Background: an optimization exercise with open tools, aiming at a short achievable clock period and few clock cycles per item. Do not read the settings as production practice. Only simulation tests tie the RTL to the original design; equivalence was not proved. Power and IR drop assume default switching activity.

==> flow/design.v <==
package mem_pkg;
    localparam int DATA_W = 32;
    localparam int LANE_W = 8;
    localparam int LANES  = 4;
    localparam int ADDR_W = 10;
    localparam int ROW_W  = ADDR_W - 2;
    localparam logic [1:0] SIZE_BYTE  = 2'd0;
    localparam logic [1:0] SIZE_HALF  = 2'd1;
    localparam logic [1:0] SIZE_THREE = 2'd2;
    localparam logic [1:0] SIZE_WORD  = 2'd3;
endpackage
module lsu_request (
    input  logic                                     clk,
    input  logic                                     rst_n,
    input  logic                                     req,
    input  logic                                     we,
    input  logic [1:0]                               size,
    input  logic                                     sign,
    input  logic [mem_pkg::ADDR_W-1:0]               addr,
    input  logic [mem_pkg::DATA_W-1:0]               wdata,
    output logic [mem_pkg::LANES*64-1:0]             lsel,
    output logic [mem_pkg::LANES*4-1:0]              hsel,
    output logic [mem_pkg::LANES-1:0]                bank_we,
    output logic [mem_pkg::DATA_W-1:0]               bank_wdata,
    output logic                                     ld_valid,
    output logic [mem_pkg::LANES*mem_pkg::LANES-1:0] bsel,
    output logic [mem_pkg::LANES*mem_pkg::LANES-1:0] fsel
);
    localparam int LANES  = mem_pkg::LANES;
    localparam int LANE_W = mem_pkg::LANE_W;
    localparam int ROW_W  = mem_pkg::ROW_W;
    logic [1:0]             lane_off;
    logic [LANES*64-1:0]    lsel_d;
    logic [LANES*4-1:0]     hsel_d;
    logic [LANES-1:0]       be_d;
    logic [mem_pkg::DATA_W-1:0] wdata_rot;
    logic [LANES*LANES-1:0] bsel_d;
    logic [LANES*LANES-1:0] fsel_d;
    assign lane_off = addr[1:0];
    always_comb begin : decode
        logic [ROW_W-1:0] row;
        logic [1:0]       src;
        for (int k = 0; k < LANES; k++) begin
            row = addr[mem_pkg::ADDR_W-1:2] + ROW_W'(2'(k) < lane_off);
            for (int i = 0; i < 64; i++) lsel_d[k*64 + i] = (row[5:0] == 6'(i));
            for (int i = 0; i < 4; i++)  hsel_d[k*4 + i]  = (row[7:6] == 2'(i));
            src = 2'(k) - lane_off;
            be_d[k] = (src <= size);
            wdata_rot[k*LANE_W +: LANE_W] = wdata[src*LANE_W +: LANE_W];
        end
        for (int j = 0; j < LANES; j++) begin
            for (int k = 0; k < LANES; k++) begin
                bsel_d[j*LANES + k] = (2'(k) == 2'(lane_off + 2'(j))) && (2'(j) <= size);
                fsel_d[j*LANES + k] = (2'(k) == 2'(lane_off + size)) && (2'(j) > size) && sign;
            end
        end
    end
    always_ff @(posedge clk or negedge rst_n) begin
        if (!rst_n) begin
            bank_we  <= '0;
            ld_valid <= 1'b0;
        end else begin
            bank_we  <= (req && we) ? be_d : '0;
            ld_valid <= req && !we;
        end
    end
    always_ff @(posedge clk) begin
        lsel       <= lsel_d;
        hsel       <= hsel_d;
        bank_wdata <= wdata_rot;
        bsel       <= bsel_d;
        fsel       <= fsel_d;
    end
endmodule
module byte_bank_ram (
    input  logic                          clk,
    input  logic [63:0]                   lsel,
    input  logic [3:0]                    hsel,
    input  logic                          wen,
    input  logic [mem_pkg::LANE_W-1:0]    wbyte,
    output logic [mem_pkg::LANE_W-1:0]    rbyte
);
    localparam int LANE_W = mem_pkg::LANE_W;
    logic [256*LANE_W-1:0] mem;
    for (genvar r = 0; r < 256; r++) begin : g_row
        always_ff @(posedge clk) begin
            if (wen && hsel[r/64] && lsel[r%64]) begin
                mem[r*LANE_W +: LANE_W] <= wbyte;
            end
        end
    end
    always_comb begin : read_mux
        logic [LANE_W-1:0] grp;
        rbyte = '0;
        for (int h = 0; h < 4; h++) begin
            grp = '0;
            for (int l = 0; l < 64; l++) begin
                grp = grp | (mem[(h*64 + l)*LANE_W +: LANE_W] & {LANE_W{lsel[l]}});
            end
            rbyte = rbyte | (grp & {LANE_W{hsel[h]}});
        end
    end
endmodule
module load_extend (
    input  logic [mem_pkg::DATA_W-1:0]               bank_rdata,
    input  logic [mem_pkg::LANES*mem_pkg::LANES-1:0] bsel,
    input  logic [mem_pkg::LANES*mem_pkg::LANES-1:0] fsel,
    output logic [mem_pkg::DATA_W-1:0]               ext_word
);
    localparam int LANES  = mem_pkg::LANES;
    localparam int LANE_W = mem_pkg::LANE_W;
    always_comb begin : assemble
        for (int j = 0; j < LANES; j++) begin
            ext_word[j*LANE_W +: LANE_W] = '0;
            for (int k = 0; k < LANES; k++) begin
                ext_word[j*LANE_W +: LANE_W] = ext_word[j*LANE_W +: LANE_W]
                    | (bank_rdata[k*LANE_W +: LANE_W] & {LANE_W{bsel[j*LANES + k]}})
                    | ({LANE_W{bank_rdata[k*LANE_W + LANE_W-1] & fsel[j*LANES + k]}});
            end
        end
    end
endmodule
module data_mem_top (
    input  logic                       clk,
    input  logic                       rst_n,
    input  logic                       req,
    input  logic                       we,
    input  logic [1:0]                 size,
    input  logic                       sign,
    input  logic [mem_pkg::ADDR_W-1:0] addr,
    input  logic [mem_pkg::DATA_W-1:0] wdata,
    output logic [mem_pkg::DATA_W-1:0] rdata,
    output logic                       rvalid
);
    localparam int LANES  = mem_pkg::LANES;
    localparam int LANE_W = mem_pkg::LANE_W;
    localparam int DATA_W = mem_pkg::DATA_W;
    logic [LANES*64-1:0]    lsel;
    logic [LANES*4-1:0]     hsel;
    logic [LANES-1:0]       bank_we;
    logic [DATA_W-1:0]      bank_wdata;
    logic                   ld_valid;
    logic [LANES*LANES-1:0] bsel;
    logic [LANES*LANES-1:0] fsel;
    logic [DATA_W-1:0]      bank_rdata;
    logic [DATA_W-1:0]      ext_word;
    lsu_request i_request (
        .clk        (clk),
        .rst_n      (rst_n),
        .req        (req),
        .we         (we),
        .size       (size),
        .sign       (sign),
        .addr       (addr),
        .wdata      (wdata),
        .lsel       (lsel),
        .hsel       (hsel),
        .bank_we    (bank_we),
        .bank_wdata (bank_wdata),
        .ld_valid   (ld_valid),
        .bsel       (bsel),
        .fsel       (fsel)
    );
    for (genvar k = 0; k < LANES; k++) begin : g_bank
        byte_bank_ram i_bank (
            .clk   (clk),
            .lsel  (lsel[k*64 +: 64]),
            .hsel  (hsel[k*4 +: 4]),
            .wen   (bank_we[k]),
            .wbyte (bank_wdata[k*LANE_W +: LANE_W]),
            .rbyte (bank_rdata[k*LANE_W +: LANE_W])
        );
    end
    load_extend i_extend (
        .bank_rdata (bank_rdata),
        .bsel       (bsel),
        .fsel       (fsel),
        .ext_word   (ext_word)
    );
    always_ff @(posedge clk or negedge rst_n) begin
        if (!rst_n) begin
            rvalid <= 1'b0;
        end else begin
            rvalid <= ld_valid;
        end
    end
    always_ff @(posedge clk) begin
        rdata <= ext_word;
    end
endmodule
==> flow/flow/run.sh <==
#!/bin/bash
# The standard layout, run in two parts: synthesis to placement as is,
# then clock tree, routing and finish with the resizer aiming for more
# setup slack than the 10 ns clock needs (period and constraints unchanged).
set -uo pipefail
bash standard.sh synth floorplan place > make_place.log 2>&1 || exit 1
bash standard.sh SETUP_SLACK_MARGIN=6.5 finish > make_finish.log 2>&1
==> flow/standard.sh <==
#!/bin/bash
# synth_recipe.tcl (not shown) runs the flow's synth.tcl, then flattens the netlist and writes it again
# the make line also repeats each setting of config.mk as NAME=value (left out here)
make -C /OpenROAD-flow-scripts/flow DESIGN_CONFIG=/design/flow/config.mk WORK_HOME=/design/flow/orfs CLKGATE_MAP_FILE= SYNTH_SCRIPT=/design/flow/synth_recipe.tcl "${@:-finish}"
==> flow/config.mk <==
export PLATFORM = sky130hd
export DESIGN_NAME = data_mem_top
export DESIGN_NICKNAME = data_mem_top
export VERILOG_FILES = /design/flow/design.v
export SDC_FILE = /design/flow/constraint.sdc
export NUM_CORES = 4
export LEC_CHECK = 0
export CAP_MARGIN = 20
export CORE_MARGIN = 2
export CORE_UTILIZATION = 40
export CTS_CLUSTER_DIAMETER = 80
export CTS_CLUSTER_SIZE = 20
export PLACE_DENSITY = 0.45
export SLEW_MARGIN = 20
==> flow/constraint.sdc <==
create_clock -name core_clock -period 10.0 [get_ports {clk}]
set_input_delay 2.0000 -clock core_clock [delete_from_list [all_inputs] [get_ports {clk}]]
set_output_delay 2.0000 -clock core_clock [all_outputs]
set_load 0.01 [all_outputs]
==> run notes, run 1 <==
Timing:
- The worst slack on hold paths is 0.351 ns.
- The measured slew at the worst slew-check pin is around 1.4 ns.
- The minimum clock period after layout is 3.89 ns.
- The max-slew violation count is 0.
- In the post-route analysis, the smallest setup slack over all paths is 6.11 ns.
- The worst clock skew is 0.0470 ns.
- The worst slew margin relative to its limit is under 10%.
- Setup violations remaining at the end of the flow were counted as 0.
- Static timing analysis puts the maximum clock frequency at 257 MHz.
- The accumulated negative setup slack is 0 ns.
- The final hold violation count is 0.
- Setup repair after global routing could not meet its margin everywhere.
- The final period utilization is 38.9%.

Yosys:
- Yosys mapped the design onto between 40 and 50 distinct sky130hd cell types.
- The synthesized netlist net count is roughly 17000.
- The simple-gate share of the synthesized area is 4.53%.
- Summing the areas of all fa, ha and maj instances in the mapped netlist gives 0.0897% of the synthesized area.
- By area, the combinational part of the netlist is dominated by compound AO/OA/AOI/OAI gates.
- The multiplexer fraction of the synthesized cell area is less than 1%.
- During synthesis, Yosys emitted a total of 4 warnings.
- The synthesized cell area is around 310000 um^2.
- Of all cell types, the one taking the most synthesized area is sky130_fd_sc_hd__edfxtp_1.
- The share of synthesized area in the top cell type comes to 79.5%.
- The share of the synthesized area in compound gates (AO/OA/AOI/OAI) is 11.6%.
- The XOR/XNOR share of the synthesized area is less than 1%.
- The mean post-synth cell area is 18.5 um^2.
- The number of synthesized flops with an enable pin is about 8200.
- Synthesis inferred about 8600 register bits.
- The number of cells produced by synthesis is roughly 17000.
- The leading register cell type out of synthesis is sky130_fd_sc_hd__edfxtp_1.
- Ranked by total cell area, the synthesized netlist is headed by sky130_fd_sc_hd__edfxtp_1, sky130_fd_sc_hd__a22oi_1, sky130_fd_sc_hd__a22o_1, sky130_fd_sc_hd__a221oi_1, sky130_fd_sc_hd__dfxtp_1.
- The share of flip-flops with an asynchronous set or reset after synthesis is less than 1%.
- Of the synthesized area, sequential elements account for 81.9%.

GRT:
- The aggregate global-route resource usage is between 20% and 30%.
- The initial antenna violation count is 96.
- The wire length of the first global-routing pass is 1530 mm.
- The aggregate global routing overflow is 0.
- The largest net degree at the start of global routing is about 200.
- The via count of the first global-routing pass is around 170k.

Cells and area:
- The layout cell share with drive strength beyond 1 is a little over an eighth.
- The layout-stage area growth over the synthesis result is 12.0%.
- In the layout the commonest cells are sky130_fd_sc_hd__edfxtp_1, sky130_fd_sc_hd__a22oi_1, sky130_fd_sc_hd__a22o_1.
- The core utilization of the finished layout is 44.9%.
- The post-route non-filler standard cell count is between 20000 and 30000.
- At the end of the flow, the number of nets in the layout was between 15000 and 20000.
- The most common cell after layout, fill and taps aside is sky130_fd_sc_hd__edfxtp_1.

Drt:
- The average via count per standard cell is between 6 and 7.
- Dividing the detail-routed wire length by the instance count gives between 40 and 50 um.
- The number of violations reported at the end of detailed-routing iteration 0 is approximately 26000.
- The detailed-route DRC error count is 0.
- The post-detailed-route count of antenna-violating nets is 0.
- The overall routed net length is roughly 1100 mm.
- Detailed routing inserted a total of 176000 vias.
- Before antenna repair, the detailed router went through 8 iterations.

Status:
- The flow ran to the end and the layout has no timing, DRC or antenna violations.

Worst setup path:
- The longest individual stage delay on the worst path is about 0.40 ns.
- In this run the critical register-to-register path is launched from i_request.lsel[252]$_DFF_P_.
- STA classifies the critical path startpoint as a flop.
- The cell class contributing the biggest share of worst-path delay is flip-flops.
- Data on the critical path is required at its endpoint by 8.00 ns.
- The slowest stage of the critical path belongs to the cell sky130_fd_sc_hd__dfrtp_1.
- The count of buffering cells on the critical path with inverters included is 2.
- The kind of end point of the critical path is an output port.
- The critical path in this run is classified as reg2out.
- The critical path goes through buf_12 > buf_6.
- Of all nets on the critical path, the largest fanout is 1.
- At the worst endpoint, the arrival time is roughly 1.9 ns.
- The launch point of the critical path is rvalid$_DFF_PN0_.

Clocking:
- The total CTS buffers is between 500 and 600.
- The H-tree was split into 6 levels.
- The latest clock arrival within the worst-skew pair is approximately 1.2 ns.
- The clock net in this run drives a total of 8562 sinks.
- The post-CTS clock slew at the launch and capture registers of the worst setup and hold paths is approximately 0.070 ns.
- CTS placed an instance of sky130_fd_sc_hd__clkbuf_16 at the clock tree root.
- The maximum clock insertion buffer count is 4.
- TritonCTS built the clock tree.

Power and ir drop:
- In this run, the combinational gates consume 5.2% of the power.
- The analysis attributes to net switching a power of 15400 uW.
- The sequential cell fraction of total power is 60.4%.
- Per report_power, the clock group accounts for between 30 and 40% of the total.
- In this run the static leakage power is about 0.11 uW.
- The internal portion of total power is 51700 uW.
- VDD sags by at most about 0.19 mV.
- Net switching is 23.0% of the power.
- Power spread over the standard cell area amounts to 194 nW/um^2.

Hold path:
- In this run the worst hold path is classified as reg2reg.
- In this run the most critical hold path is launched from i_request.ld_valid$_DFF_PN0_.

Floorplanning:
- The region available for standard cell placement spans between 700000 and 800000 um^2.
- The die is 884 um tall.
- From left edge to right edge, the die measures 884 um.
- The floorplan has 323 rows.
- The starting density of the core is 40.1%.
- between 80 and 90 I/O pins were placed.
- The floorplan step defined a die boundary enclosing a little under 800000 um^2.

Placed design:
- Once detailed placement completed, the half-perimeter wirelength came to 722 mm.
- The worst slack at placement is 4.49 ns.
- In this run the tool buffered the top-level ports with between 80 and 90 buffer cells.
- Routability-driven placement finished with a final weighted congestion of around 0.86.
- The cell total after placement is 26300.

Job:
- The tool flagged a number of max-cap violations equal to 0.
[path summary, 6_finish.rpt]
| kind | end | slack (ns) | cells after the start |
|---|---|---|---|
| setup reg to reg | rdata[21]$_DFF_P_ | 6.38 | 12 |
| setup / recovery | rvalid | 6.11 | 2 |
| min in group asynchronous | i_request.ld_valid$_DFF_PN0_ | 1.47 | 1 |
| hold reg to reg | rvalid$_DFF_PN0_ | 0.35 | 0 |
| hold / removal | rvalid$_DFF_PN0_ | 0.35 | 0 |
| max in group asynchronous | i_request.bank_we[1]$_DFF_PN0_ | 7.68 | 1 |
[final cells by class]
| cell class | count | area [um^2] |
|---|---|---|
| fillers | 66200 | 426000 |
| flip-flops and latches | 8562 | 254000 |
| multi-input cells | 6823 | 54600 |
| clock buffers | 669 | 14200 |
| well taps | 10200 | 12800 |
| repair buffers | 774 | 8790 |
| clock inverters | 156 | 1710 |
| diodes | 57 | 143 |
| inverters | 17 | 67.6 |
[cell families (layout without fill, tap and decap cells)]
logic type	Yosys count	in the layout
adders and majority gates	21	21
and+or+nand+nor	2441	2441
buffers and inverters	1330	1616
AOI/OAI and AO/OA	4306	4306
other	0	57
xor gates and xnor gates	23	23
DFF	8562	8562
muxes	32	32
[metrics by stage]
step / power (uW) / instance area (um^2)
floorplan: 42600 / 310000
global placement: 44500 / 323000
detailed placement: 44500 / 323000
CTS: 67300 / 344000
global route: 68700 / 347000
finish: 67100 / 347000
[synthesized netlist by cell type (all sizes together) (3+ instances only)]
| cell type | number |
|---|---|
| nand3 | 314 |
| o22ai | 4 |
| nand2 | 111 |
| xor2 | 13 |
| nor2b | 17 |
| a22o | 1292 |
| xnor2 | 10 |
| and2 | 6 |
| o21ai | 5 |
| clkbuf | 1180 |
| a21boi | 9 |
| buf | 133 |
| and3 | 1032 |
| inv | 17 |
| ha | 19 |
| o2111ai | 24 |
| nor2 | 302 |
| or4 | 130 |
| nand4 | 510 |
| o41ai | 88 |
| a2111oi | 3 |
| edfxtp | 8192 |
| a221oi | 1288 |
| mux4 | 32 |
| dfxtp | 364 |
| dfrtp | 6 |
| nand2b | 13 |
| a22oi | 1576 |
| a21oi | 7 |
| nor3 | 3 |
[metal layers]
metal / global-route usage, % / part of all wire [%] / vias up
li1: - / - / 70600
met1: 41.1 / 43 / 96200
met2: 44.6 / 46 / 8376
met3: 3.75 / 7.9 / 1195
met4: 7.62 / 3.2 / 10
met5: 0 / 0.0057 / -
[flip-flops by register name, summed over array words and instances (netlist names), 4 cells and up]
register              cells
i_request.bank_we         4
i_request.hsel           16
i_request.lsel          256
g_bank.i_bank.mem      8192
i_request.bsel           16
i_request.bank_wdata     32
rdata                    32
i_request.fsel           12
[power by group through the flow]
stage	sequential [uW]	combinational (uW)	clock (uW)
2_1_floorplan	41700	830	0
3_3_place_gp	41400	3090	0
3_5_place_dp	41400	3120	0
4_1_cts	40600	3350	23300
5_1_grt	40600	3590	24500
6_report	40600	3470	23100
[what timing repair did]
action	4_1_cts	5_1_grt
cloned	7	9
buffers inserted	86	46
pin swaps	123	126
setup endpoints to repair	212	201
endpoints found under the hold margin	0	0
resized for setup	870	480
hold buffers	0	0
Testbench counts, summed over its fixed seeds: cycles 19,237, loads 7,229.
==> run 2, diff against run 1 <==
--- a/flow/design.v
+++ b/flow/design.v
@@ -19,6 +19,5 @@
     input  logic [mem_pkg::ADDR_W-1:0]               addr,
     input  logic [mem_pkg::DATA_W-1:0]               wdata,
-    output logic [mem_pkg::LANES*64-1:0]             lsel,
-    output logic [mem_pkg::LANES*4-1:0]              hsel,
+    output logic [mem_pkg::LANES*256-1:0]            rsel,
     output logic [mem_pkg::LANES-1:0]                bank_we,
     output logic [mem_pkg::DATA_W-1:0]               bank_wdata,
@@ -31,6 +30,6 @@
     localparam int ROW_W  = mem_pkg::ROW_W;
     logic [1:0]             lane_off;
-    logic [LANES*64-1:0]    lsel_d;
-    logic [LANES*4-1:0]     hsel_d;
+    logic [255:0]           row_hot;
+    logic [LANES*256-1:0]   rsel_d;
     logic [LANES-1:0]       be_d;
     logic [mem_pkg::DATA_W-1:0] wdata_rot;
@@ -39,10 +38,10 @@
     assign lane_off = addr[1:0];
     always_comb begin : decode
-        logic [ROW_W-1:0] row;
-        logic [1:0]       src;
+        logic [1:0] src;
+        for (int r = 0; r < 256; r++) row_hot[r] = (addr[mem_pkg::ADDR_W-1:2] == ROW_W'(r));
         for (int k = 0; k < LANES; k++) begin
-            row = addr[mem_pkg::ADDR_W-1:2] + ROW_W'(2'(k) < lane_off);
-            for (int i = 0; i < 64; i++) lsel_d[k*64 + i] = (row[5:0] == 6'(i));
-            for (int i = 0; i < 4; i++)  hsel_d[k*4 + i]  = (row[7:6] == 2'(i));
+            for (int r = 0; r < 256; r++) begin
+                rsel_d[k*256 + r] = (2'(k) < lane_off) ? row_hot[(r + 255) % 256] : row_hot[r];
+            end
             src = 2'(k) - lane_off;
             be_d[k] = (src <= size);
@@ -66,6 +65,5 @@
     end
     always_ff @(posedge clk) begin
-        lsel       <= lsel_d;
-        hsel       <= hsel_d;
+        rsel       <= rsel_d;
         bank_wdata <= wdata_rot;
         bsel       <= bsel_d;
@@ -75,6 +73,5 @@
 module byte_bank_ram (
     input  logic                          clk,
-    input  logic [63:0]                   lsel,
-    input  logic [3:0]                    hsel,
+    input  logic [255:0]                  rsel,
     input  logic                          wen,
     input  logic [mem_pkg::LANE_W-1:0]    wbyte,
@@ -85,5 +82,5 @@
     for (genvar r = 0; r < 256; r++) begin : g_row
         always_ff @(posedge clk) begin
-            if (wen && hsel[r/64] && lsel[r%64]) begin
+            if (wen && rsel[r]) begin
                 mem[r*LANE_W +: LANE_W] <= wbyte;
             end
@@ -91,12 +88,7 @@
     end
     always_comb begin : read_mux
-        logic [LANE_W-1:0] grp;
         rbyte = '0;
-        for (int h = 0; h < 4; h++) begin
-            grp = '0;
-            for (int l = 0; l < 64; l++) begin
-                grp = grp | (mem[(h*64 + l)*LANE_W +: LANE_W] & {LANE_W{lsel[l]}});
-            end
-            rbyte = rbyte | (grp & {LANE_W{hsel[h]}});
+        for (int r = 0; r < 256; r++) begin
+            rbyte = rbyte | (mem[r*LANE_W +: LANE_W] & {LANE_W{rsel[r]}});
         end
     end
@@ -136,6 +128,5 @@
     localparam int LANE_W = mem_pkg::LANE_W;
     localparam int DATA_W = mem_pkg::DATA_W;
-    logic [LANES*64-1:0]    lsel;
-    logic [LANES*4-1:0]     hsel;
+    logic [LANES*256-1:0]   rsel;
     logic [LANES-1:0]       bank_we;
     logic [DATA_W-1:0]      bank_wdata;
@@ -154,6 +145,5 @@
         .addr       (addr),
         .wdata      (wdata),
-        .lsel       (lsel),
-        .hsel       (hsel),
+        .rsel       (rsel),
         .bank_we    (bank_we),
         .bank_wdata (bank_wdata),
@@ -165,6 +155,5 @@
         byte_bank_ram i_bank (
             .clk   (clk),
-            .lsel  (lsel[k*64 +: 64]),
-            .hsel  (hsel[k*4 +: 4]),
+            .rsel  (rsel[k*256 +: 256]),
             .wen   (bank_we[k]),
             .wbyte (bank_wdata[k*LANE_W +: LANE_W]),
==> flow/flow/run.sh (replaced) <==
#!/bin/bash
# The standard layout, run in parts:
#  1. synthesis to placement as is;
#  2. each output register and its port buffer moved next to the port,
#     then the placement legalized again;
#  3. clock tree (H-tree wire unit of 50 um), routing and finish, with the
#     resizer aiming for more setup slack than the 10 ns clock needs
#     (period and constraints unchanged).
set -uo pipefail
CTS="-sink_clustering_enable -repair_clock_nets -sink_clustering_size 20 -sink_clustering_max_diameter 80 -wire_unit 50"
bash standard.sh "CTS_ARGS=$CTS" synth floorplan place > make_place.log 2>&1 || exit 1
RES=orfs/results/${FLOW_PLATFORM}/data_mem_top/base
PLACE_ODB=$RES/3_place.odb openroad -no_init -exit flow/move_out.tcl > move_out.log 2>&1 || exit 1
bash standard.sh "CTS_ARGS=$CTS" SETUP_SLACK_MARGIN=6.5 finish > make_finish.log 2>&1
==> flow/flow/move_out.tcl (new file) <==
# Pull each output port's buffer next to its pin, and the register that
# drives that buffer next to the buffer; then legalize the placement.
set odb $::env(PLACE_ODB)
read_db $odb
set block [ord::get_db_block]
set core [$block getCoreArea]
set cx0 [$core xMin]; set cy0 [$core yMin]; set cx1 [$core xMax]; set cy1 [$core yMax]

proc clamp {v lo hi} { expr {$v < $lo ? $lo : ($v > $hi ? $hi : $v)} }

proc driver_inst {net} {
  foreach it [$net getITerms] {
    if {[$it isOutputSignal]} { return [$it getInst] }
  }
  return ""
}

set moved 0
foreach bt [$block getBTerms] {
  if {[$bt getIoType] != "OUTPUT"} { continue }
  set net [$bt getNet]
  set buf [driver_inst $net]
  if {$buf == ""} { continue }
  set bb [$bt getBBox]
  set px [expr {([$bb xMin] + [$bb xMax]) / 2}]
  set py [expr {([$bb yMin] + [$bb yMax]) / 2}]
  set bx [clamp $px $cx0 [expr {$cx1 - 20000}]]
  set by [clamp $py $cy0 [expr {$cy1 - 3000}]]
  $buf setLocation $bx $by
  # the register behind the buffer
  foreach it [$buf getITerms] {
    if {[$it isInputSignal]} {
      set n2 [$it getNet]
      if {$n2 == "NULL"} { continue }
      set ff [driver_inst $n2]
      if {$ff != "" && [[$ff getMaster] isSequential]} {
        # one step further into the core than the buffer
        set fx [clamp [expr {$bx + ($px <= $cx0 ? 6000 : ($px >= $cx1 ? -6000 : 0))}] $cx0 [expr {$cx1 - 20000}]]
        set fy [clamp [expr {$by + ($py <= $cy0 ? 6000 : ($py >= $cy1 ? -6000 : 0))}] $cy0 [expr {$cy1 - 3000}]]
        $ff setLocation $fx $fy
        puts "moved [$ff getName] and [$buf getName] to pin [$bt getName]"
        incr moved
      }
    }
  }
}
puts "moved $moved registers"
detailed_placement
check_placement -verbose
write_db $odb
--- a/flow/config.mk
+++ b/flow/config.mk
@@ -8,7 +8,7 @@
 export CAP_MARGIN = 20
 export CORE_MARGIN = 2
-export CORE_UTILIZATION = 40
+export CORE_UTILIZATION = 50
 export CTS_CLUSTER_DIAMETER = 80
 export CTS_CLUSTER_SIZE = 20
-export PLACE_DENSITY = 0.45
+export PLACE_DENSITY = 0.55
 export SLEW_MARGIN = 20
==> run 2 against run 1 <==
Still clean. Utilization rose by 9.9 points. Wire length rose by 9.4%. Non-clock buffer count fell by 48. Final area rose by 4.6%. Die area fell by 14%. Highest routed layer unchanged.
==> run notes, run 2 <==
Placed design:
- The weighted congestion reported at the end of routability-driven placement is 1.07 (was 0.855).
- The worst slack at placement is 4.36 ns (was 4.49 ns).
- The half-perimeter wire length after placement is 918 mm (was 722 mm).
- The total of buffers placed on input and output ports is 81 (unchanged).

Worst setup path:
- The worst path required time came to 10.90 ns (was 8.00 ns).
- The kind of end point of the critical path is a flop (was output port).
- The count of buffering cells on the critical path with inverters included is 1 (was 2).
- The start-to-end type of the worst setup path is reg2reg (was reg2out).
- The longest individual stage delay on the worst path was 0.65 ns (was 0.40 ns).
- The biggest fanout along the worst timing path is 9 (was 1).
- The type of origin of the critical path is a flop (unchanged).
- Cell Chain, Critical Path: a221oi_1 > nand4_1 > nor4_4 > and4_1 > buf_6 > o22ai_1 > a2111o_1 (was buf_12 > buf_6).
- The arrival time of data at the critical path endpoint is 4.58 ns (was 1.89 ns).
- The cell class contributing the biggest share of worst-path delay is simple AND/OR/NAND/NOR gates (was flip-flops).
- The critical path's slowest cell was sky130_fd_sc_hd__dfxtp_1 (was sky130_fd_sc_hd__dfrtp_1).

Yosys:
- The fraction of the yosys area taken by sequential cells is 80.9% (was 81.9%).
- The number of distinct library cells after synthesis is 43 (was 47).
- Top post-synthesis cells by area: sky130_fd_sc_hd__edfxtp_1, sky130_fd_sc_hd__dfxtp_1, sky130_fd_sc_hd__a22o_1, sky130_fd_sc_hd__a221oi_1, sky130_fd_sc_hd__and2_1 (was sky130_fd_sc_hd__edfxtp_1, sky130_fd_sc_hd__a22oi_1, sky130_fd_sc_hd__a22o_1, sky130_fd_sc_hd__a221oi_1, sky130_fd_sc_hd__dfxtp_1).
- The synthesized cell area was 332000 um^2 (was 310000 um^2).
- The most common cell in the netlist is sky130_fd_sc_hd__edfxtp_1 (unchanged).
- The mean post-synth cell area is 17.7 um^2 (was 18.5 um^2).
- The number of synthesized flops with an enable pin is 8192 (unchanged).
- The number of cells produced by synthesis is 18800 (was 16700).
- The leading register cell type out of synthesis is sky130_fd_sc_hd__edfxtp_1 (unchanged).
- Leading cell types by count after synthesis: sky130_fd_sc_hd__edfxtp_1, sky130_fd_sc_hd__a22o_1, sky130_fd_sc_hd__a221oi_1, sky130_fd_sc_hd__dfxtp_1, sky130_fd_sc_hd__clkbuf_1 (was sky130_fd_sc_hd__edfxtp_1, sky130_fd_sc_hd__a22oi_1, sky130_fd_sc_hd__a22o_1, sky130_fd_sc_hd__a221oi_1, sky130_fd_sc_hd__clkbuf_1).
- The Yosys warning count was 4 (unchanged).
- The cell accounting for the most synthesized area is sky130_fd_sc_hd__edfxtp_1 (unchanged).
- The top-area cell type share of the netlist area is 74.2% (was 79.5%).
- The share of flip-flops with an asynchronous set or reset after synthesis came to 0.0644% (was 0.0701%).
- The synthesized netlist net count is 18800 (was 16800).
- The number of register bits inferred by synthesis is 9314 (was 8562).

Job:
- The max capacitance violation total is 0 (unchanged).

Power and ir drop:
- The clock share of power was 34.2% (was 34.4%).
- The power per standard cell area is 193 nW/um^2 (was 194 nW/um^2).
- The worst ir drop on vdd is 0.165 mV (was 0.194 mV).
- The combinational fraction of design power is 3.7% (was 5.2%).
- The internal portion of total power is 54600 uW (was 51700 uW).
- The sequential cell fraction of total power came to 62.2% (was 60.4%).
- The net load switching power is 15300 uW (was 15400 uW).
- The proportion of total power due to net switching is 21.9% (was 23.0%).
- The leakage power of the design is 0.115 uW (was 0.110 uW).

Timing:
- The final period utilization is 36.8% (was 38.9%).
- Setup repair after global routing missed its margin: yes (unchanged).
- The worst slew margin relative to its limit is 17.7% (was 8.15%).
- The final number of setup-violating endpoints was 0 (unchanged).
- The max-slew violation count is 0 (unchanged).
- The achievable clock frequency came to 272 MHz (was 257 MHz).
- The measured slew at the worst slew-check pin came to 1.23 ns (was 1.38 ns).
- The minimum clock period after layout was 3.68 ns (was 3.89 ns).
- The final hold violation count was 0 (unchanged).
- The worst clock skew came to 0.0715 ns (was 0.0470 ns).
- The accumulated negative setup slack is 0 ns (unchanged).
- The setup slack of the critical path after layout is 6.32 ns (was 6.11 ns).

Cells and area:
- The flip-flop count of the largest register, all copies and words added is 8192 (unchanged).
- The number of fillers in the final layout is 51700 (was 66200).
- The layout-stage area growth over the synthesis result is 9.35% (was 12.0%).
- The layout cell share with drive strength beyond 1 is 10.8% (was 13.2%).
- Largest registers: g_bank.i_bank.mem x8192, i_request.rsel x1024 (was g_bank.i_bank.mem x8192, i_request.lsel x256).
- The largest register by flop count is g_bank.i_bank.mem (unchanged).
- Top library cells by usage in the layout, fill and taps aside: sky130_fd_sc_hd__edfxtp_1, sky130_fd_sc_hd__a22o_1, sky130_fd_sc_hd__a221oi_1 (was sky130_fd_sc_hd__edfxtp_1, sky130_fd_sc_hd__a22oi_1, sky130_fd_sc_hd__a22o_1).
- The number of nets in the finished design is 18800 (was 16800).
- The most common cell after layout, fill and taps aside is sky130_fd_sc_hd__edfxtp_1 (unchanged).

Drt:
- The number of violations reported at the end of detailed-routing iteration 0 is 31400 (was 26200).
- The number of search-and-repair iterations in the first detailed-routing pass was 7 (was 8).
- The post-detailed-route count of antenna-violating nets was 0 (unchanged).
- The average via count per standard cell is 6.87 (was 6.46).
- The via total after detailed routing is 191000 (was 176000).
- The detailed-route DRC error count came to 0 (unchanged).
- The per-cell routed wire length was 45.0 um (was 41.8 um).
- The overall routed net length was 1250 mm (was 1140 mm).

Clocking:
- The total CTS buffers is 569 (was 529).
- The maximum clock insertion buffer count is 5 (was 4).
- The post-CTS clock slew at the launch and capture registers of the worst setup and hold paths is 0.08 ns (was 0.07 ns).
- The number of buffers inserted for hold repair after clock tree synthesis came to 0 (unchanged).
- The library cell used as clock root buffer is sky130_fd_sc_hd__clkbuf_16 (unchanged).
- The TritonCTS clock tree is built (unchanged).
- The latest clock arrival within the worst-skew pair is 1.07 ns (was 1.15 ns).
- The total number of H-tree levels came to 6 (unchanged).
- The CTS sink count came to 9314 (was 8562).

Floorplanning:
- The starting density of the core came to 50.1% (was 40.1%).
- The die area is 670000 um^2 (was 781000 um^2).
- The area of the placeable core is 662000 um^2 (was 772000 um^2).
- The overall die height is 818 um (was 884 um).
- The width of the chip is 818 um (was 884 um).
- The number of rows created at floorplan is 299 (was 323).
- The number of top-level pins is 82 (unchanged).

Status:
- Run status: complete, no violations (unchanged).

GRT:
- The largest net degree at the start of global routing is 190 (was 196).
- The wire length of the first global-routing pass is 1640 mm (was 1530 mm).
- The aggregate global-route resource usage is 36.6% (was 28.1%).
- The aggregate global routing overflow was 0 (unchanged).
- The initial antenna violation count is 142 (was 96).
- The via count of the first global-routing pass is 178000 (was 169000).

Hold path:
- The kind of path behind the tightest hold check is reg2reg (unchanged).
## run 2: cell types whose count changed in the layout (fill, tap and decap cells not counted), sizes merged, moves of 251 or more
cell / delta
a22oi: -1556
and3: -1028
and2: +1022
nand2: +922
o21ai: +763
dfxtp: +752
a221oi: +750
a22o: +746
nand3: -312
inv: +261
nor2: -251
## run 2: cells by family after synthesis
family                     Yosys count  share of synthesized area, %
buffers and inverters             1642                          1.96
and+or+nand+nor                   2829                          4.54
AOI/OAI and AO/OA                 4946                          12.3
DFF                               9314                          80.9
muxes                               32                         0.217
adders and majority gates           15                        0.0611
## run 2: power by group through the flow
stage / registers, uW / logic, uW / clock network, uW
after floorplan: 44800 / 464 / 0
after global placement: 44300 / 2320 / 0
after detailed placement: 44300 / 2370 / 0
after CTS: 43400 / 2480 / 23900
after global routing: 43400 / 2620 / 25200
final: 43400 / 2560 / 23900
## run 2: timing repair
action | CTS | global route
setup endpoints to repair | 1248 | 530
gates resized for setup | 590 | 204
buffers inserted | 45 | 6
pin swaps | 96 | 67
cloned | 1 | 1
## run 2: final timing paths
path | cells past startpoint | slack (ns) | endpoint | from
max | 7 | 6.32 | rdata[25]$_DFF_P_ | i_request.rsel[174]$_DFF_P_
min | 0 | 0.36 | rvalid$_DFF_PN0_ | i_request.ld_valid$_DFF_PN0_
max reg2reg | 7 | 6.32 | rdata[25]$_DFF_P_ | i_request.rsel[174]$_DFF_P_
min reg2reg | 0 | 0.36 | rvalid$_DFF_PN0_ | i_request.ld_valid$_DFF_PN0_
max in group asynchronous | 1 | 8.54 | i_request.bank_we[3]$_DFF_PN0_ | rst_n
min in group asynchronous | 1 | 1.20 | i_request.bank_we[1]$_DFF_PN0_ | rst_n
## run 2: through the flow
stage	cells	hold slack, ns	cell area [um^2]	total power [uW]	util, %
final	27800	0.361	363000	69900	54.8
after floorplan	18800	0.331	332000	45200	-
after global routing	27700	0.378	363000	71300	54.8
after CTS	27700	0.368	362000	69800	54.7
after global placement	26800	0.334	343000	46600	51.9
after detailed placement	26800	0.336	343000	46700	51.9
## run 2: area by class of cell
cell class              instances  area (um^2)  area share [%]
diodes                         59          148          0.0407
clock buffers                 736        15400            4.25
clock inverters                85          821           0.226
inverters                     287         1110           0.305
multi-input cells            7822        58800            16.2
flip-flops and latches       9314       269000            74.2
well taps                    8729        10900            3.01
repair buffers                726         6450            1.78
## run 2: metal layers
metal,track usage [%],vias to the layer above,wire length [um]
met5,0,-,240
met4,20.4,32,85800
met3,10.2,1721,148000
met2,52.0,10900,529000
met1,51.2,102000,487000
li1,-,76400,-
Testbench counts of run 2, summed over its fixed seeds: cycles 19,237, loads 7,229.
==> run 3, diff against run 2 <==
--- a/flow/config.mk
+++ b/flow/config.mk
@@ -12,3 +12,3 @@
 export CTS_CLUSTER_SIZE = 20
 export PLACE_DENSITY = 0.55
-export SLEW_MARGIN = 20
+export SLEW_MARGIN = 35
==> run 3 against run 2 <==
Count of clock-buffer cells in the layout is 7 lower. Synthesized cell count is the same. Synthesized area did not move. Utilization is essentially flat. First-iteration DRC count is 1.9% lower. Critical endpoint is now i_request.rsel[37]$_DFF_P_.
==> run notes, run 3 <==
Status:
- Run status: complete, no violations (unchanged).

Hold path:
- The worst hold path endpoint was rvalid$_DFF_PN0_ (unchanged).
- The source of the worst hold timing path was i_request.ld_valid$_DFF_PN0_ (unchanged).
- The cell count of the worst hold path is 0 (unchanged).
- The kind of path behind the tightest hold check is reg2reg (unchanged).

Yosys:
- The top-area cell type share of the netlist area is 74.2% (unchanged).
- The number of register bits inferred by synthesis was 9314 (unchanged).
- The synthesized netlist net count came to 18800 (unchanged).
- The fraction of the yosys area taken by sequential cells is 80.9% (unchanged).
- The synthesized cell area came to 332000 um^2 (unchanged).
- The number of synthesized flops with an enable pin is 8192 (unchanged).
- The share of flip-flops with an asynchronous set or reset after synthesis is 0.0644% (unchanged).
- The mean post-synth cell area is 17.7 um^2 (unchanged).
- The cell accounting for the most synthesized area is sky130_fd_sc_hd__edfxtp_1 (unchanged).
- Leading cell types by count after synthesis: sky130_fd_sc_hd__edfxtp_1, sky130_fd_sc_hd__a22o_1, sky130_fd_sc_hd__a221oi_1, sky130_fd_sc_hd__dfxtp_1, sky130_fd_sc_hd__clkbuf_1 (unchanged).
- The most common cell in the netlist is sky130_fd_sc_hd__edfxtp_1 (unchanged).
- The number of distinct library cells after synthesis is 43 (unchanged).
- The Yosys warning count is 4 (unchanged).
- The leading register cell type out of synthesis is sky130_fd_sc_hd__edfxtp_1 (unchanged).
- Top post-synthesis cells by area: sky130_fd_sc_hd__edfxtp_1, sky130_fd_sc_hd__dfxtp_1, sky130_fd_sc_hd__a22o_1, sky130_fd_sc_hd__a221oi_1, sky130_fd_sc_hd__and2_1 (unchanged).
- The number of cells produced by synthesis is 18800 (unchanged).

Power and ir drop:
- The leakage power of the design is 0.115 uW (about the same).
- The post-layout total power is 69600 uW (was 69900 uW).
- The worst ir drop on vdd is 0.159 mV (was 0.165 mV).
- The power per standard cell area was 192 nW/um^2 (was 193 nW/um^2).

Cells and area:
- The flip-flop count of the largest register, all copies and words added is 8192 (unchanged).
- The number of fillers in the final layout came to 51700 (about the same).
- The core utilization of the finished layout is 54.8% (about the same).
- The layout-stage area growth over the synthesis result is 9.26% (was 9.35%).
- The number of nets in the finished design is 18800 (about the same).
- Top library cells by usage in the layout, fill and taps aside: sky130_fd_sc_hd__edfxtp_1, sky130_fd_sc_hd__a22o_1, sky130_fd_sc_hd__a221oi_1 (unchanged).
- The most common cell after layout, fill and taps aside is sky130_fd_sc_hd__edfxtp_1 (unchanged).
- The largest register by flop count is g_bank.i_bank.mem (unchanged).
- Largest registers: g_bank.i_bank.mem x8192, i_request.rsel x1024 (unchanged).
- The layout cell share with drive strength beyond 1 was 10.8% (about the same).

Timing:
- The max-slew violation count is 0 (unchanged).
- The achievable clock frequency is 263 MHz (was 272 MHz).
- Setup repair after global routing missed its margin: yes (unchanged).
- The final hold violation count is 0 (unchanged).
- The final number of setup-violating endpoints is 0 (unchanged).
- The measured slew at the worst slew-check pin is 1.15 ns (was 1.23 ns).
- The minimum clock period after layout was 3.81 ns (was 3.68 ns).
- The worst clock skew was 0.0893 ns (was 0.0715 ns).
- The worst slack on hold paths is 0.355 ns (was 0.361 ns).
- The accumulated negative setup slack is 0 ns (unchanged).
- The worst slew margin relative to its limit is 23.6% (was 17.7%).
- The final period utilization is 38.1% (was 36.8%).
- The setup slack of the critical path after layout is 6.19 ns (was 6.32 ns).

Floorplanning:
- The number of rows created at floorplan came to 299 (unchanged).
- The area of the placeable core is 662000 um^2 (unchanged).
- The starting density of the core is 50.1% (unchanged).
- The width of the chip is 818 um (unchanged).
- The number of top-level pins came to 82 (unchanged).
- The die area came to 670000 um^2 (unchanged).
- The overall die height is 818 um (unchanged).

Clocking:
- The post-CTS clock slew at the launch and capture registers of the worst setup and hold paths is 0.08 ns (about the same).
- The TritonCTS clock tree is built (unchanged).
- The latest clock arrival within the worst-skew pair is 1.13 ns (was 1.07 ns).
- The library cell used as clock root buffer is sky130_fd_sc_hd__clkbuf_16 (unchanged).
- The CTS sink count is 9314 (unchanged).
- The total CTS buffers is 568 (was 569).
- The maximum clock insertion buffer count is 5 (unchanged).
- The total number of H-tree levels is 6 (unchanged).

Drt:
- The per-cell routed wire length is 44.9 um (was 45.0 um).
- The number of violations reported at the end of detailed-routing iteration 0 is 30800 (was 31400).
- The overall routed net length is 1250 mm (about the same).
- The average via count per standard cell is 6.86 (was 6.87).
- The via total after detailed routing came to 190000 (was 191000).
- The post-detailed-route count of antenna-violating nets is 0 (unchanged).
- The detailed-route DRC error count is 0 (unchanged).
- The number of search-and-repair iterations in the first detailed-routing pass is 6 (was 7).

Worst setup path:
- The start-to-end type of the worst setup path is in2reg (was reg2reg).
- The endpoint of the worst register-to-register path is rdata[29]$_DFF_P_ (was rdata[25]$_DFF_P_).
- The arrival time of data at the critical path endpoint is 4.72 ns (was 4.58 ns).
- The number of cells on the worst reg-to-reg path came to 7 (unchanged).
- The type of origin of the critical path was a primary input (was flop).
- The worst path required time is 10.91 ns (was 10.90 ns).
- The biggest fanout along the worst timing path is 7 (was 9).
- The reg-to-reg critical path startpoint was i_request.rsel[556]$_DFF_P_ (was i_request.rsel[174]$_DFF_P_).
- The launch point of the critical path was addr[3] (was i_request.rsel[174]$_DFF_P_).
- The reg-to-reg setup timing slack is 6.26 ns (was 6.32 ns).
- The kind of end point of the critical path is a flop (unchanged).

GRT:
- The wire length of the first global-routing pass is 1640 mm (about the same).
- The largest net degree at the start of global routing was 190 (unchanged).
- The initial antenna violation count came to 140 (was 142).
- The aggregate global routing overflow is 0 (unchanged).
- The aggregate global-route resource usage is 36.5% (was 36.6%).
- The via count of the first global-routing pass is 178000 (about the same).

Placed design:
- The total of buffers placed on input and output ports is 81 (unchanged).
- The weighted congestion reported at the end of routability-driven placement came to 1.07 (unchanged).
- The half-perimeter wire length after placement came to 918 mm (about the same).
- The worst slack at placement came to 4.34 ns (was 4.36 ns).

Job:
- The max capacitance violation total is 0 (unchanged).
==> run 3: cell count changes in the layout (fill, tap and decap cells not counted), moves of 8 or more <==
cell,previous run,this run
sky130_fd_sc_hd__dfxtp_2,265,308
sky130_fd_sc_hd__dfxtp_1,800,768
sky130_fd_sc_hd__a221oi_1,1908,1930
sky130_fd_sc_hd__a221oi_2,118,99
sky130_fd_sc_hd__buf_6,58,69
sky130_fd_sc_hd__dfxtp_4,51,40
sky130_fd_sc_hd__buf_16,6,15
sky130_fd_sc_hd__diode_2,59,51
==> run 3: cell families (layout without fill, tap and decap cells) <==
group | after synthesis | count (layout) | share of synthesized area [%]
flops | 9314 | 9314 | 80.9
compound gates | 4946 | 4946 | 12.3
simple gates | 2829 | 2829 | 4.54
buf+inv | 1642 | 1834 | 1.96
mux | 32 | 32 | 0.217
fa+ha+maj | 15 | 15 | 0.0611
other cells | 0 | 51 | 0
==> run 3: area by class of cell <==
class,count,area [um^2],share of cell area [%]
clock buffers,729,15200,4.19
flip-flops and latches,9314,269000,74.2
diodes,51,128,0.0352
multi-input cells,7822,58500,16.2
well taps,8729,10900,3.01
clock inverters,81,796,0.220
repair buffers,737,6670,1.84
inverters,287,1110,0.307
==> run 3: per-layer routing <==
metal,vias to the layer above,share of wire [%],track usage [%],wire (um)
met5,-,0.021,0,264
met3,1788,12,10.5,147000
met2,10700,42,52.3,528000
met1,101000,39,50.9,488000
li1,76400,-,-,-
met4,36,6.7,19.3,83600
==> run 3: repair_timing <==
action	CTS	global route
hold buffers	0	0
setup endpoints to repair	1344	549
resized for setup	453	114
buffers inserted	39	6
pin swaps	84	35
==> run 3: how the worst max path moves through the flow <==
stage,end,slack [ns],cells after the start
3_3_place_gp,i_request.rsel[283]$_DFF_P_,4.02,5
4_1_cts,i_request.rsel[129]$_DFF_P_,6.33,8
6_report,i_request.rsel[37]$_DFF_P_,6.19,9
3_5_place_dp,i_request.rsel[5]$_DFF_P_,4.34,7
5_1_grt,rvalid,6.36,1
2_1_floorplan,i_request.bank_we[2]$_DFF_PN0_,4.66,14
==> run 3: per-stage QoR <==
| step | std cells | instance area (um^2) |
|---|---|---|
| finish | 27800 | 362000 |
| global route | 27700 | 362000 |
| CTS | 27700 | 361000 |
| detailed placement | 26800 | 344000 |
| global placement | 26800 | 343000 |
| floorplan | 18800 | 332000 |
==> run 3: worst max-delay path, cell delays in order <==
cell,delay [ns]
sky130_fd_sc_hd__clkdlybuf4s15_2,0.43
sky130_fd_sc_hd__nand2b_2,0.44
sky130_fd_sc_hd__nor2_4,0.21
sky130_fd_sc_hd__buf_4,0.20
sky130_fd_sc_hd__buf_4,0.28
sky130_fd_sc_hd__nand2_1,0.24
sky130_fd_sc_hd__inv_1,0.22
sky130_fd_sc_hd__nand2_1,0.16
sky130_fd_sc_hd__o21ai_1,0.49
==> run 3: power by group <==
| part | switching, uW | internal (uW) | leakage (uW) |
|---|---|---|---|
| sequential | 353 | 43000 | 0.0829 |
| clock | 12700 | 10900 | 0.00776 |
| combinational | 2130 | 492 | 0.0247 |
==> run 4, diff against run 3 <==
--- a/flow/config.mk
+++ b/flow/config.mk
@@ -12,3 +12,3 @@
 export CTS_CLUSTER_SIZE = 20
 export PLACE_DENSITY = 0.55
-export SLEW_MARGIN = 35
+export SLEW_MARGIN = 60
==> run 4 against run 3 <==
Clock power hardly changed. Highest routed layer unchanged. Non-clock buffer count is 146 higher. Global-route usage grew 0.066 points. Sequential share of layout area is 0.45 points lower. Largest cell class unchanged. Via count grew 0.56%. Critical endpoint is now i_request.rsel[164]$_DFF_P_. Hold slack improved by 0.0035 ns. Power grew 0.18%. Still clean. Wire length is 0.15% higher. Worst setup slack gained 0.096 ns.
==> run notes, run 4 <==
GRT:
- The aggregate global routing overflow is 0 (unchanged).
- The wire length of the first global-routing pass is 1640 mm (about the same).
- The aggregate global-route resource usage is 36.6% (was 36.5%).
- The via count of the first global-routing pass is 178000 (about the same).
- The initial antenna violation count is 133 (was 140).
- The largest net degree at the start of global routing is 91 (was 190).

Cells and area:
- The flip-flop count of the largest register, all copies and words added is 8192 (unchanged).
- Top library cells by usage in the layout, fill and taps aside: sky130_fd_sc_hd__edfxtp_1, sky130_fd_sc_hd__a22o_1, sky130_fd_sc_hd__a221oi_1 (unchanged).
- The layout cell share with drive strength beyond 1 came to 13.1% (was 10.8%).
- The most common cell after layout, fill and taps aside is sky130_fd_sc_hd__edfxtp_1 (unchanged).
- The post-route non-filler standard cell count is 27900 (was 27800).
- The largest register by flop count is g_bank.i_bank.mem (unchanged).
- The layout-stage area growth over the synthesis result is 10.2% (was 9.26%).
- Largest registers: g_bank.i_bank.mem x8192, i_request.rsel x1024 (unchanged).
- The number of nets in the finished design was 18900 (was 18800).

Drt:
- The overall routed net length came to 1250 mm (about the same).
- The per-cell routed wire length came to 44.8 um (was 44.9 um).
- The post-detailed-route count of antenna-violating nets is 0 (unchanged).
- The detailed-route DRC error count came to 0 (unchanged).
- The average via count per standard cell is 6.87 (was 6.86).
- The via total after detailed routing was 191000 (was 190000).
- The number of violations reported at the end of detailed-routing iteration 0 is 31700 (was 30800).
- The number of search-and-repair iterations in the first detailed-routing pass is 7 (was 6).

Worst setup path:
- The reg-to-reg critical path startpoint is i_request.rsel[87]$_DFF_P_ (was i_request.rsel[556]$_DFF_P_).
- The number of cells on the worst reg-to-reg path is 8 (was 7).
- The start-to-end type of the worst setup path is in2reg (unchanged).
- The worst path required time is 10.86 ns (was 10.91 ns).
- The type of origin of the critical path is a primary input (unchanged).
- The endpoint of the worst register-to-register path was rdata[12]$_DFF_P_ (was rdata[29]$_DFF_P_).
- The reg-to-reg setup timing slack is 6.39 ns (was 6.26 ns).
- The kind of end point of the critical path is a flop (unchanged).
- The biggest fanout along the worst timing path is 16 (was 7).
- The arrival time of data at the critical path endpoint is 4.57 ns (was 4.72 ns).

Timing:
- The achievable clock frequency is 269 MHz (was 263 MHz).
- The final hold violation count is 0 (unchanged).
- The setup slack of the critical path after layout came to 6.29 ns (was 6.19 ns).
- The accumulated negative setup slack came to 0 ns (unchanged).
- The final number of setup-violating endpoints is 0 (unchanged).
- The minimum clock period after layout is 3.71 ns (was 3.81 ns).
- The worst clock skew is 0.0775 ns (was 0.0893 ns).
- The final period utilization is 37.1% (was 38.1%).
- The max-slew violation count is 0 (unchanged).
- The worst slew margin relative to its limit was 54.5% (was 23.6%).
- The measured slew at the worst slew-check pin is 0.675 ns (was 1.15 ns).
- Setup repair after global routing missed its margin: yes (unchanged).

Floorplanning:
- The number of rows created at floorplan came to 299 (unchanged).
- The die area is 670000 um^2 (unchanged).
- The width of the chip came to 818 um (unchanged).
- The area of the placeable core was 662000 um^2 (unchanged).
- The overall die height is 818 um (unchanged).
- The starting density of the core is 50.1% (unchanged).
- The number of top-level pins came to 82 (unchanged).

Hold path:
- The source of the worst hold timing path is i_request.ld_valid$_DFF_PN0_ (unchanged).
- The worst hold path endpoint is rvalid$_DFF_PN0_ (unchanged).
- The cell count of the worst hold path is 0 (unchanged).
- The kind of path behind the tightest hold check is reg2reg (unchanged).

Yosys:
- Leading cell types by count after synthesis: sky130_fd_sc_hd__edfxtp_1, sky130_fd_sc_hd__a22o_1, sky130_fd_sc_hd__a221oi_1, sky130_fd_sc_hd__dfxtp_1, sky130_fd_sc_hd__clkbuf_1 (unchanged).
- The synthesized cell area is 332000 um^2 (unchanged).
- The number of distinct library cells after synthesis is 43 (unchanged).
- The mean post-synth cell area came to 17.7 um^2 (unchanged).
- Top post-synthesis cells by area: sky130_fd_sc_hd__edfxtp_1, sky130_fd_sc_hd__dfxtp_1, sky130_fd_sc_hd__a22o_1, sky130_fd_sc_hd__a221oi_1, sky130_fd_sc_hd__and2_1 (unchanged).
- The Yosys warning count is 4 (unchanged).
- The cell accounting for the most synthesized area is sky130_fd_sc_hd__edfxtp_1 (unchanged).
- The number of cells produced by synthesis is 18800 (unchanged).
- The top-area cell type share of the netlist area came to 74.2% (unchanged).
- The most common cell in the netlist is sky130_fd_sc_hd__edfxtp_1 (unchanged).
- The number of register bits inferred by synthesis is 9314 (unchanged).
- The fraction of the yosys area taken by sequential cells is 80.9% (unchanged).
- The leading register cell type out of synthesis is sky130_fd_sc_hd__edfxtp_1 (unchanged).
- The synthesized netlist net count came to 18800 (unchanged).
- The number of synthesized flops with an enable pin is 8192 (unchanged).
- The share of flip-flops with an asynchronous set or reset after synthesis is 0.0644% (unchanged).

Clocking:
- The total number of H-tree levels was 6 (unchanged).
- The total CTS buffers was 564 (was 568).
- The post-CTS clock slew at the launch and capture registers of the worst setup and hold paths came to 0.08 ns (about the same).
- The CTS sink count is 9314 (unchanged).
- The maximum clock insertion buffer count is 5 (unchanged).
- The TritonCTS clock tree is built (unchanged).
- The library cell used as clock root buffer is sky130_fd_sc_hd__clkbuf_16 (unchanged).
- The number of buffers inserted for hold repair after clock tree synthesis is 0 (unchanged).
- The latest clock arrival within the worst-skew pair is 1.07 ns (was 1.13 ns).

Placed design:
- The cell total after placement is 27000 (was 26800).
- The total of buffers placed on input and output ports is 81 (unchanged).
- The half-perimeter wire length after placement is 932 mm (was 918 mm).
- The weighted congestion reported at the end of routability-driven placement was 1.07 (unchanged).
- The worst slack at placement is 5.08 ns (was 4.34 ns).

Power and ir drop:
- The worst ir drop on vdd came to 0.146 mV (was 0.159 mV).
- The leakage power of the design is 0.117 uW (was 0.115 uW).
- The power per standard cell area was 191 nW/um^2 (was 192 nW/um^2).

Status:
- Run status: complete, no violations (unchanged).

Job:
- The max capacitance violation total is 0 (unchanged).
==> run 4: power breakdown <==
part           total [uW]  switching (uW)  leakage [uW]  internal, uW
sequential          43200             249        0.0830         43000
clock               23600           12700       0.00773         10900
combinational        2950            2280        0.0258           673
total               69700           15200         0.117         54500
==> run 4: logic make-up after synthesis <==
kind of cell	count (synthesis)	synth area share (%)
simple gates	2829	4.54
mux	32	0.217
buf+inv	1642	1.96
compound gates	4946	12.3
fa+ha+maj	15	0.0611
flops	9314	80.9
==> run 4: through the flow <==
| step | utilization [%] | area (um^2) | hold slack [ns] | power [uW] |
|---|---|---|---|---|
| after detailed placement | 52.5 | 347000 | 0.337 | 46900 |
| after global placement | 51.9 | 343000 | 0.334 | 46600 |
| after CTS | 55.0 | 364000 | 0.366 | 69700 |
| after floorplan | - | 332000 | 0.331 | 45200 |
| final | 55.2 | 365000 | 0.359 | 69700 |
| after global routing | 55.2 | 365000 | 0.384 | 71200 |
==> run 4: cell type report <==
| cell class | instances | area (um^2) |
|---|---|---|
| fill | 51300 | 296000 |
| sequential | 9314 | 270000 |
| multi-input combinational | 7822 | 58400 |
| clock buffer | 710 | 15200 |
| tap | 8729 | 10900 |
| timing repair buffer | 883 | 9340 |
| inverter | 287 | 1100 |
| clock inverter | 81 | 668 |
| antenna | 49 | 123 |
==> run 4: what timing repair did <==
item                                    in CTS  in global routing
hold endpoints to repair                     0                  0
pin swaps                                   50                 28
setup buffers                               15                 12
gates resized for setup                    251                 70
endpoints found under the setup margin      98                 93
==> run 4: critical path, cell delays in order <==
cell and delay [ns]:
sky130_fd_sc_hd__buf_2 0.38, sky130_fd_sc_hd__nand2_1 0.37, sky130_fd_sc_hd__nor3_4 0.21, sky130_fd_sc_hd__buf_4 0.43
sky130_fd_sc_hd__nand2_1 0.44, sky130_fd_sc_hd__o21ai_0 0.67
==> run 4: worst max-delay path by stage <==
stage | startpoint | endpoint | slack (ns) | cells past startpoint
final | addr[3] | i_request.rsel[164]$_DFF_P_ | 6.29 | 6
after global routing | rvalid$_DFF_PN0_ | rvalid | 6.41 | 1
after CTS | rvalid$_DFF_PN0_ | rvalid | 6.39 | 1
after detailed placement | addr[0] | i_request.rsel[197]$_DFF_P_ | 5.08 | 8
after global placement | addr[5] | i_request.rsel[283]$_DFF_P_ | 4.02 | 5
after floorplan | addr[1] | i_request.bank_we[2]$_DFF_PN0_ | 4.66 | 14
==> run 4: metal layers <==
| layer | part of all wire, % | GRT usage (%) | vias to the layer above |
|---|---|---|---|
| li1 | - | - | 76800 |
| met1 | 39 | 51.4 | 102000 |
| met2 | 42 | 52.0 | 11000 |
| met3 | 12 | 9.93 | 1794 |
| met4 | 6.8 | 20.3 | 26 |
| met5 | 0.014 | 0 | - |
==> run 5, diff against run 4 <==
--- a/flow/flow/run.sh
+++ b/flow/flow/run.sh
@@ -12,3 +12,3 @@
 RES=orfs/results/${FLOW_PLATFORM}/data_mem_top/base
 PLACE_ODB=$RES/3_place.odb openroad -no_init -exit flow/move_out.tcl > move_out.log 2>&1 || exit 1
-bash standard.sh "CTS_ARGS=$CTS" SETUP_SLACK_MARGIN=6.5 finish > make_finish.log 2>&1
+bash standard.sh "CTS_ARGS=$CTS" SETUP_SLACK_MARGIN=7.0 finish > make_finish.log 2>&1
==> run 5 against run 4 <==
Critical path depth is 5 lower. Critical path type is now reg2out. Largest cell class unchanged. Non-clock buffer count is 60 higher. Die area stayed put. Count of clock-buffer cells in the layout stayed put. Largest power group unchanged.
==> run notes, run 5 <==
Worst setup path:
- The start-to-end type of the worst setup path is reg2out (was in2reg).
- The worst path required time is 8.00 ns (was 10.86 ns).
- The longest individual stage delay on the worst path came to 0.37 ns (was 0.67 ns).
- The cell class contributing the biggest share of worst-path delay was flip-flops (was simple AND/OR/NAND/NOR gates).
- The critical path's slowest cell is sky130_fd_sc_hd__dfrtp_1 (was sky130_fd_sc_hd__o21ai_0).
- The count of buffering cells on the critical path with inverters included is 1 (was 2).
- The reg-to-reg setup timing slack was 6.53 ns (was 6.39 ns).
- The biggest fanout along the worst timing path was 1 (was 16).
- The arrival time of data at the critical path endpoint is 1.60 ns (was 4.57 ns).
- Cell Chain, Critical Path: buf_2 (was buf_2 > nand2_1 > nor3_4 > buf_4 > nand2_1 > o21ai_0).
- The type of origin of the critical path was a flop (was primary input).
- The kind of end point of the critical path is an output port (was flop).

Drt:
- The detailed-route DRC error count is 0 (unchanged).
- The overall routed net length is 1260 mm (was 1250 mm).
- The per-cell routed wire length is 45.0 um (was 44.8 um).
- The average via count per standard cell is 6.85 (was 6.87).
- The number of violations reported at the end of detailed-routing iteration 0 is 31200 (was 31700).
- The via total after detailed routing was 191000 (about the same).
- The number of search-and-repair iterations in the first detailed-routing pass is 7 (unchanged).
- The post-detailed-route count of antenna-violating nets is 0 (unchanged).

Clocking:
- The total CTS buffers was 564 (unchanged).
- The post-CTS clock slew at the launch and capture registers of the worst setup and hold paths was 0.08 ns (about the same).
- The number of buffers inserted for hold repair after clock tree synthesis is 0 (unchanged).
- The latest clock arrival within the worst-skew pair is 1.12 ns (was 1.07 ns).
- The total number of H-tree levels is 6 (unchanged).
- The CTS sink count is 9314 (unchanged).
- The library cell used as clock root buffer is sky130_fd_sc_hd__clkbuf_16 (unchanged).
- The maximum clock insertion buffer count came to 5 (unchanged).
- The TritonCTS clock tree is built (unchanged).

Timing:
- Setup repair after global routing missed its margin: yes (unchanged).
- The max-slew violation count is 0 (unchanged).
- The worst clock skew came to 0.0780 ns (was 0.0775 ns).
- The measured slew at the worst slew-check pin was 0.674 ns (was 0.675 ns).
- The worst slew margin relative to its limit came to 55.1% (was 54.5%).
- The final number of setup-violating endpoints is 0 (unchanged).
- The accumulated negative setup slack is 0 ns (unchanged).
- The achievable clock frequency was 278 MHz (was 269 MHz).
- The final period utilization is 36.0% (was 37.1%).
- The minimum clock period after layout is 3.60 ns (was 3.71 ns).
- The final hold violation count is 0 (unchanged).
- The worst slack on hold paths is 0.359 ns (about the same).

Cells and area:
- The flip-flop count of the largest register, all copies and words added is 8192 (unchanged).
- The core utilization of the finished layout is 55.8% (was 55.2%).
- The largest register by flop count is g_bank.i_bank.mem (unchanged).
- The number of nets in the finished design is 19000 (was 18900).
- The number of fillers in the final layout is 50900 (was 51300).
- The layout-stage area growth over the synthesis result is 11.3% (was 10.2%).
- The most common cell after layout, fill and taps aside is sky130_fd_sc_hd__edfxtp_1 (unchanged).
- Top library cells by usage in the layout, fill and taps aside: sky130_fd_sc_hd__edfxtp_1, sky130_fd_sc_hd__a22o_1, sky130_fd_sc_hd__a221oi_1 (unchanged).
- Largest registers: g_bank.i_bank.mem x8192, i_request.rsel x1024 (unchanged).
- The layout cell share with drive strength beyond 1 is 15.3% (was 13.1%).

Hold path:
- The kind of path behind the tightest hold check is reg2reg (unchanged).

Yosys:
- The number of synthesized flops with an enable pin is 8192 (unchanged).
- The leading register cell type out of synthesis is sky130_fd_sc_hd__edfxtp_1 (unchanged).
- The most common cell in the netlist is sky130_fd_sc_hd__edfxtp_1 (unchanged).
- The cell accounting for the most synthesized area is sky130_fd_sc_hd__edfxtp_1 (unchanged).
- The number of cells produced by synthesis is 18800 (unchanged).
- The top-area cell type share of the netlist area is 74.2% (unchanged).
- The synthesized cell area was 332000 um^2 (unchanged).
- Top post-synthesis cells by area: sky130_fd_sc_hd__edfxtp_1, sky130_fd_sc_hd__dfxtp_1, sky130_fd_sc_hd__a22o_1, sky130_fd_sc_hd__a221oi_1, sky130_fd_sc_hd__and2_1 (unchanged).
- The Yosys warning count is 4 (unchanged).
- The share of flip-flops with an asynchronous set or reset after synthesis is 0.0644% (unchanged).
- The fraction of the yosys area taken by sequential cells came to 80.9% (unchanged).
- The mean post-synth cell area came to 17.7 um^2 (unchanged).
- Leading cell types by count after synthesis: sky130_fd_sc_hd__edfxtp_1, sky130_fd_sc_hd__a22o_1, sky130_fd_sc_hd__a221oi_1, sky130_fd_sc_hd__dfxtp_1, sky130_fd_sc_hd__clkbuf_1 (unchanged).
- The synthesized netlist net count is 18800 (unchanged).
- The number of distinct library cells after synthesis came to 43 (unchanged).
- The number of register bits inferred by synthesis is 9314 (unchanged).

Floorplanning:
- The overall die height came to 818 um (unchanged).
- The starting density of the core is 50.1% (unchanged).
- The area of the placeable core was 662000 um^2 (unchanged).
- The width of the chip is 818 um (unchanged).
- The number of top-level pins is 82 (unchanged).
- The number of rows created at floorplan is 299 (unchanged).
- The die area came to 670000 um^2 (unchanged).

Power and ir drop:
- The leakage power of the design is 0.118 uW (was 0.117 uW).
- The worst ir drop on vdd was 0.149 mV (was 0.146 mV).
- The power per standard cell area came to 189 nW/um^2 (was 191 nW/um^2).

Placed design:
- The total of buffers placed on input and output ports was 81 (unchanged).
- The half-perimeter wire length after placement came to 932 mm (unchanged).
- The weighted congestion reported at the end of routability-driven placement is 1.07 (unchanged).

GRT:
- The largest net degree at the start of global routing is 91 (unchanged).
- The wire length of the first global-routing pass came to 1650 mm (was 1640 mm).
- The aggregate global-route resource usage came to 36.8% (was 36.6%).
- The met1 track utilization from global routing came to 51.3% (was 51.4%).
- The met3 demand-to-capacity share in global routing was 10.5% (was 9.93%).
- The aggregate global routing overflow was 0 (unchanged).
- The initial antenna violation count was 120 (was 133).
- The routing usage on met2 is 52.1% (was 52.0%).
- The most used routing layer in global routing is met2 (unchanged).
- The via count of the first global-routing pass is 179000 (was 178000).

Status:
- Run status: complete, no violations (unchanged).

Job:
- The max capacitance violation total is 0 (unchanged).
run 5: cell counts after synthesis:
Identical to the previous run, type by type.
run 5: worst paths after layout:
check,start,endpoint,cells past startpoint
setup / recovery,rvalid$_DFF_PN0_,rvalid,1
hold / removal,i_request.ld_valid$_DFF_PN0_,rvalid$_DFF_PN0_,0
setup reg to reg,i_request.rsel[29]$_DFF_P_,rdata[21]$_DFF_P_,9
hold reg to reg,i_request.ld_valid$_DFF_PN0_,rvalid$_DFF_PN0_,0
max in group asynchronous,rst_n,i_request.bank_we[3]$_DFF_PN0_,1
min in group asynchronous,rst_n,i_request.bank_we[1]$_DFF_PN0_,1
run 5: logic make-up (layout without fill, tap and decap cells):
kind of cell | Yosys count | in the layout | synth area share [%]
and+or+nand+nor | 2829 | 2829 | 4.54
other | 0 | 54 | 0
muxes | 32 | 32 | 0.217
AOI/OAI and AO/OA | 4946 | 4946 | 12.3
buffers and inverters | 1642 | 2021 | 1.96
DFF | 9314 | 9314 | 80.9
adders and majority gates | 15 | 15 | 0.0611
run 5: per-stage QoR:
stage	power [uW]	cells	area (um^2)	setup WS (ns)
finish	69900	27900	369000	6.40
global route	71300	27900	369000	6.37
CTS	69800	27800	367000	6.39
detailed placement	46900	27000	347000	5.08
global placement	46600	26800	343000	4.02
floorplan	45200	18800	332000	4.66
run 5: where the power goes:
group	leakage (uW)	switching [uW]	internal, uW
Combinational	0.0273	2330	764
Sequential	0.0831	252	43000
Clock	0.00773	12700	10900
run 5: area by class of cell:
cell class	count	area (um^2)	area share [%]
Sequential cell	9314	270000	73.1
Multi-Input combinational cell	7822	60500	16.4
Clock buffer	710	15200	4.12
Tap cell	8729	10900	2.96
Timing Repair Buffer	943	10800	2.92
Inverter	287	1110	0.300
Clock inverter	81	668	0.181
Antenna cell	54	135	0.0366
run 5: per-layer routing:
layer,share of wire (%),wire length (um)
met1,39,488000
met2,42,528000
met3,12,151000
met4,7.1,89000
met5,0.031,393
run 5: worst register-to-register path: stages, from the launching register on:
cell and delay (ns):
sky130_fd_sc_hd__dfxtp_1 0.34, sky130_fd_sc_hd__buf_12 0.16, sky130_fd_sc_hd__a22o_4 0.35, sky130_fd_sc_hd__a221oi_4 0.31
sky130_fd_sc_hd__nand4_1 0.15, sky130_fd_sc_hd__or4_4 0.57, sky130_fd_sc_hd__buf_12 0.17, sky130_fd_sc_hd__o41ai_4 0.48
sky130_fd_sc_hd__o2111ai_4 0.30, sky130_fd_sc_hd__a2111o_1 0.47
run 5: repair_timing:
| action | CTS | global route |
|---|---|---|
| pin swaps | 211 | 78 |
| cloned | 6 | 6 |
| endpoints found under the setup margin | 814 | 232 |
| resized for setup | 784 | 161 |
| setup buffers | 60 | 16 |

## afterwards: timing with drivers on the ports
In the flow no input, the clock included, has a driving cell. The finished layouts below were timed again as built, in two steps.
Step 1, drivers: a clkbuf_16 drives clk and a buf_2 each remaining input, both assumed.
Step 2 moves the port delays by t, midway between the first and last clock arrival at a register: inputs arrive t later, outputs are due t later. That takes back most of the time a late clock gives input paths.
Slacks: ideal / step 1 / step 2; pairs: ideal / step 1.
run | shift t [ns] | setup slack, ns | worst slew at a driven data input, ns
run 1 | 1.280 | 6.107 / 5.953 / 5.147 | 0.38
run 2 | 1.174 | 6.322 / 6.317 / 5.289 | 0.27
run 3 | 1.200 | 6.193 / 6.232 / 5.033 | 0.24
run 4 | 1.179 | 6.289 / 6.304 / 5.214 | 0.29
run 5 | 1.192 | 6.397 / 6.291 / 5.606 | 0.25
After both steps every run listed still meets setup and hold. For run 3, which loses most, drivers alone change the setup slack by +0.039 ns; drivers and shift together by -1.160 ns.
